Background: an optimization exercise with open tools, aiming at small area, a short achievable clock period and few clock cycles per item. Do not read the settings as production practice.
At most, simulation tests tie the RTL to the original design; equivalence was not proved.
Power and IR drop assume default switching activity.

Setup of run A:
==> flow/design.v (excerpt) <==
module sliding_window_frame_detector_unit (
    input  logic                        clk,
    input  logic                        rst_n,
    input  logic                        in_valid,
    output logic                        in_stall,
    input  logic [7:0]                  rx_byte,
    output logic                        out_valid,
    input  logic                        out_stall,
    output logic                        frame_found,
    output logic [7:0]                  frame_address,
    output logic                        has_word,
    output logic [swfd_pkg::WIDX_W-1:0] word_index,
    output logic [15:0]                 data_word,
    output logic                        last,
    input  logic                        cfg_we,
    input  logic [swfd_pkg::CFG_W-1:0]  cfg_wdata
);
For scale: ~510 flip-flops.
==> flow/config.mk <==
export PLATFORM = sky130hd
export DESIGN_NAME = sliding_window_frame_detector_unit
export DESIGN_NICKNAME = sliding_window_frame_detector_unit
export VERILOG_FILES = /design/flow/design.v
export SDC_FILE = /design/flow/constraint.sdc
export NUM_CORES = 4
export LEC_CHECK = 0
export ABC_CLOCK_PERIOD_IN_PS = 2500
export CAP_MARGIN = 20
export CORE_MARGIN = 2
export CORE_UTILIZATION = 40
export CTS_CLUSTER_DIAMETER = 120
export CTS_CLUSTER_SIZE = 24
export SETUP_SLACK_MARGIN = 3.65
export SLEW_MARGIN = 20
==> flow/constraint.sdc <==
create_clock -name core_clock -period 6.0 [get_ports {clk}]
set_input_delay 1.2000 -clock core_clock [delete_from_list [all_inputs] [get_ports {clk}]]
set_output_delay 1.2000 -clock core_clock [all_outputs]
set_load 0.01 [all_outputs]
standard.sh (not shown) runs the stock make flow with config.mk's settings and CLKGATE_MAP_FILE= SYNTH_SCRIPT=/design/flow/synth_recipe.tcl, a recipe that flattens the netlist after the stock synthesis.
==> flow/flow/run.sh <==
#!/bin/bash
# The standard layout (standard synthesis included), with plain buffers on the ports
# instead of the delay cells the placer picks by default.
set -euo pipefail
bash standard.sh "BUFFER_PORTS_ARGS=-buffer_cell sky130_fd_sc_hd__buf_4" finish > make_finish.log 2>&1
In summary, run A completed successfully, with a layout that passed the timing, DRC and antenna checks.
--- input diff run A..run B ---
Settings: a change of SETUP_SLACK_MARGIN from 3.65 to 3.75.
Findings:
Taking run A as the reference, in run B post-synthesis to final-layout area growth went up by 1.6 points, total wire length went up by about 0.9%. In the metrics for run A and run B, the one carrying the lower shortest period the worst path allows is run A. Highest achievable clock rate delta for run B relative to run A: 1.8 MHz lower. Total non-filler cell area in the finished layout (lower): run A. Comparing run A and run B, the lower critical path arrival is on run A.
Function was not checked in any run of this note: the RTL went through the layout flow alone.

---

run 1:
sliding_window_frame_detector_unit, a different RTL version from the one above (not shown whole).
Size: ~1400 cells after synthesis, about 500 flip-flops, about 51 I/O pins, ~0.020 mm2 of cells after synthesis.
Settings: LEC_CHECK=0, ABC_CLOCK_PERIOD_IN_PS=2000, CAP_MARGIN=20, CORE_MARGIN=2, CORE_UTILIZATION=40, CTS_CLUSTER_DIAMETER=120, CTS_CLUSTER_SIZE=24, SETUP_SLACK_MARGIN=3.5, SLEW_MARGIN=20; clock period 6.0 ns.
Scripts as last shown in full above: flow/flow/run.sh
Looking at the reports, run 1 completed the entire flow and the layout it produced met the timing, DRC and antenna checks.
Testbench counts of run 1, summed over its fixed seeds: cycles 27,879, bytes 24,469.
--- input diff run 1..run 2 ---
# run 1
export LEC_CHECK = 0
export ABC_CLOCK_PERIOD_IN_PS = 2000
export CAP_MARGIN = 20
export CORE_MARGIN = 2
export CORE_UTILIZATION = 40
export CTS_CLUSTER_DIAMETER = 120
export CTS_CLUSTER_SIZE = 24
export SETUP_SLACK_MARGIN = 3.5
export SLEW_MARGIN = 20
create_clock -name core_clock -period 6.0 [get_ports {clk}]
# run 2
export LEC_CHECK = 0
export ABC_CLOCK_PERIOD_IN_PS = 2500
export CAP_MARGIN = 20
export CORE_MARGIN = 2
export CORE_UTILIZATION = 55
export CTS_CLUSTER_DIAMETER = 120
export CTS_CLUSTER_SIZE = 24
export SETUP_SLACK_MARGIN = 3.5
export SLEW_MARGIN = 20
create_clock -name core_clock -period 6.0 [get_ports {clk}]
[summary]
Final design utilization delta for run 2 relative to run 1: 16 points higher. Sort run 2 and run 1 by die area, descending, and run 1 comes first. Total power across run 2 and run 1: no real change. Between run 1 and run 2, the register-to-register slack figures differ only marginally.
Input changes introduced in run 3 (baseline for comparison: run 2):
# run 2
export LEC_CHECK = 0
export ABC_CLOCK_PERIOD_IN_PS = 2500
export CAP_MARGIN = 20
export CORE_MARGIN = 2
export CORE_UTILIZATION = 55
export CTS_CLUSTER_DIAMETER = 120
export CTS_CLUSTER_SIZE = 24
export SETUP_SLACK_MARGIN = 3.5
export SLEW_MARGIN = 20
create_clock -name core_clock -period 6.0 [get_ports {clk}]
# run 3
export LEC_CHECK = 0
export ABC_CLOCK_PERIOD_IN_PS = 2500
export CAP_MARGIN = 20
export CORE_MARGIN = 2
export CORE_UTILIZATION = 40
export CTS_BUF_LIST = sky130_fd_sc_hd__clkbuf_8 sky130_fd_sc_hd__clkbuf_16
export CTS_CLUSTER_DIAMETER = 120
export CTS_CLUSTER_SIZE = 24
export SETUP_SLACK_MARGIN = 3.5
export SLEW_MARGIN = 20
create_clock -name core_clock -period 6.0 [get_ports {clk}]
Findings:
Higher share of total power in combinational logic goes to run 2 over run 3. Cell-internal power delta (run 3 − run 2): favourable. The die of run 3 is larger than the one used in run 2. Compared with run 2, run 3 shows count of inverters not on the clock network in the layout higher by 1. Compare run 2 and run 3 | average vias per placed instance lower: run 3. Count of clock-buffer cells in the layout on run 3 is down relative to run 2. Run 3: clock network area share higher than run 2. Maximum frequency for run 3: about 0.4% down relative to run 2. Compared with run 2, run 3 is the less power-hungry design. In run 3, post-layout worst setup margin is lower than in run 2. Kind of critical path: flip-flop to flip-flop -> run 2, flip-flop to primary output -> run 3. In the tables for run 2 and run 3, buffers inserted during post-CTS setup optimization reads lower with run 3.
The inputs of run 4 differ from those of run 3 as listed below.
# run 3
export LEC_CHECK = 0
export ABC_CLOCK_PERIOD_IN_PS = 2500
export CAP_MARGIN = 20
export CORE_MARGIN = 2
export CORE_UTILIZATION = 40
export CTS_BUF_LIST = sky130_fd_sc_hd__clkbuf_8 sky130_fd_sc_hd__clkbuf_16
export CTS_CLUSTER_DIAMETER = 120
export CTS_CLUSTER_SIZE = 24
export SETUP_SLACK_MARGIN = 3.5
export SLEW_MARGIN = 20
create_clock -name core_clock -period 6.0 [get_ports {clk}]
# run 4
export LEC_CHECK = 0
export ABC_CLOCK_PERIOD_IN_PS = 2500
export CAP_MARGIN = 20
export CORE_MARGIN = 2
export CORE_UTILIZATION = 40
export CTS_CLUSTER_DIAMETER = 120
export CTS_CLUSTER_SIZE = 24
export SETUP_SLACK_MARGIN = 3.7
export SLEW_MARGIN = 20
create_clock -name core_clock -period 6.0 [get_ports {clk}]
Findings:
- Each of the runs, namely run 3 and run 4, reached the end of the flow and came out clean.
- Run 4 — portion of total power attributed to the clock network 0.4 points lower, run 3 as reference
- Looking at overall track demand over capacity in global routing across run 3 and run 4, the one that comes out lower is run 3.
- Run 4 vs run 3 — power consumed by combinational cells climbed by a little under 10%
- Run 4 against run 3: highest clock frequency the design can meet now sits higher, share of the final layout cell area in sequential cells moved down, wire length of the first global-routing pass shows an increase of about 2.5%.

---

## build 56
sliding_window_frame_detector_unit again, from the RTL that the note above started with.
clock: 6.0 ns
lec_check: 0
abc_clock_period_in_ps: 2500
cap_margin: 20
core_margin: 2
core_utilization: 40
cts_cluster_diameter: 120
cts_cluster_size: 24
place_density: 0.75
setup_slack_margin: 3.65
slew_margin: 20
Scripts as last shown in full above: flow/flow/run.sh
Testbench counts of build 56, summed over its fixed seeds: cycles 27,879, bytes 24,469.
[inputs] build 33 vs build 56
Settings: a change of SETUP_SLACK_MARGIN from 3.65 to 3.5; a deleted PLACE_DENSITY that had been 0.75.
Results
Build 56: flow completed, timing, DRC and antenna clean. Build 33 went all the way through synthesis, placement and routing and the layout is clean on timing, DRC and antenna. The final reports for build 33 and build 56 show area overhead of the layout relative to synthesis lower in the former. Build 33 vs. build 56: detailed route wirelength on metal2 rose by about 1.7%, sequential share of layout area rose by 0.83 points, internal power component fell by about 2%, fraction of area in non-clock buffers fell by 0.68 points. Build 33 gives more relative contribution of sequential cells to total power than build 56 did. Compared with build 56, build 33 shows wire length of the first global-routing pass higher by about 0.9%. In build 33 the placement-stage worst setup slack turned out 0.31 ns higher than in build 56. Cell area, build 56 and build 33: smaller value in build 33.
Changes in build 42 relative to build 33:
Settings: removing ABC_CLOCK_PERIOD_IN_PS (formerly 2500); setting ABC_AREA to 1 for the first time.
Findings:
Changes observed in build 42 relative to build 33: final antenna-violating net count now sits at about the same level, worst setup slack after placement now sits higher, buffers inserted during post-CTS setup optimization now sits lower, area after synthesis now sits higher. Run comparison: build 33 highest-delay cell along the critical path sky130_fd_sc_hd__dfrtp_1; build 42 highest-delay cell along the critical path sky130_fd_sc_hd__dfrtp_2. Power was higher in the run labelled build 33. Between build 33 and build 42, fraction of area in multi-input gates increased. Of build 33 and build 42, the run reporting the higher final instance area was build 42.

afterwards: timing with drivers on the ports:
In the flow no input, the clock included, has a driving cell. The finished layouts below were timed again as built, in two steps. Step 1 assumes that a clkbuf_16 drives the clock port and a buf_2 every other input. Step 2, shift: input delay + t, output delay - t, t = (earliest + latest rising clock arrival at the registers) / 2. This alone moves slack from input paths to output paths. a / b / c = ideal / step 1 / step 2; a / b = the first two.
run	t (ns)	slack for setup (ns)	worst setup path after step 2
run A	0.621	3.662 / 3.607 / 3.243	input to register
run B	0.618	3.653 / 3.623 / 3.369	input to register
run 1	0.629	3.612 / 3.555 / 3.067	input to register
run 2	0.616	3.626 / 3.594 / 3.086	input to register
run 3	0.626	3.617 / 3.560 / 3.060	input to register
run 4	0.623	3.675 / 3.620 / 3.329	input to register
build 56	0.617	3.679 / 3.631 / 3.187	input to register
build 33	0.629	3.612 / 3.555 / 3.067	input to register
build 42	0.628	3.550 / 3.492 / 3.056	input to register
After both steps every run listed still meets setup and hold. The setup slack of run 3, which loses most, moves by -0.057 ns with the drivers and by -0.557 ns with both steps.
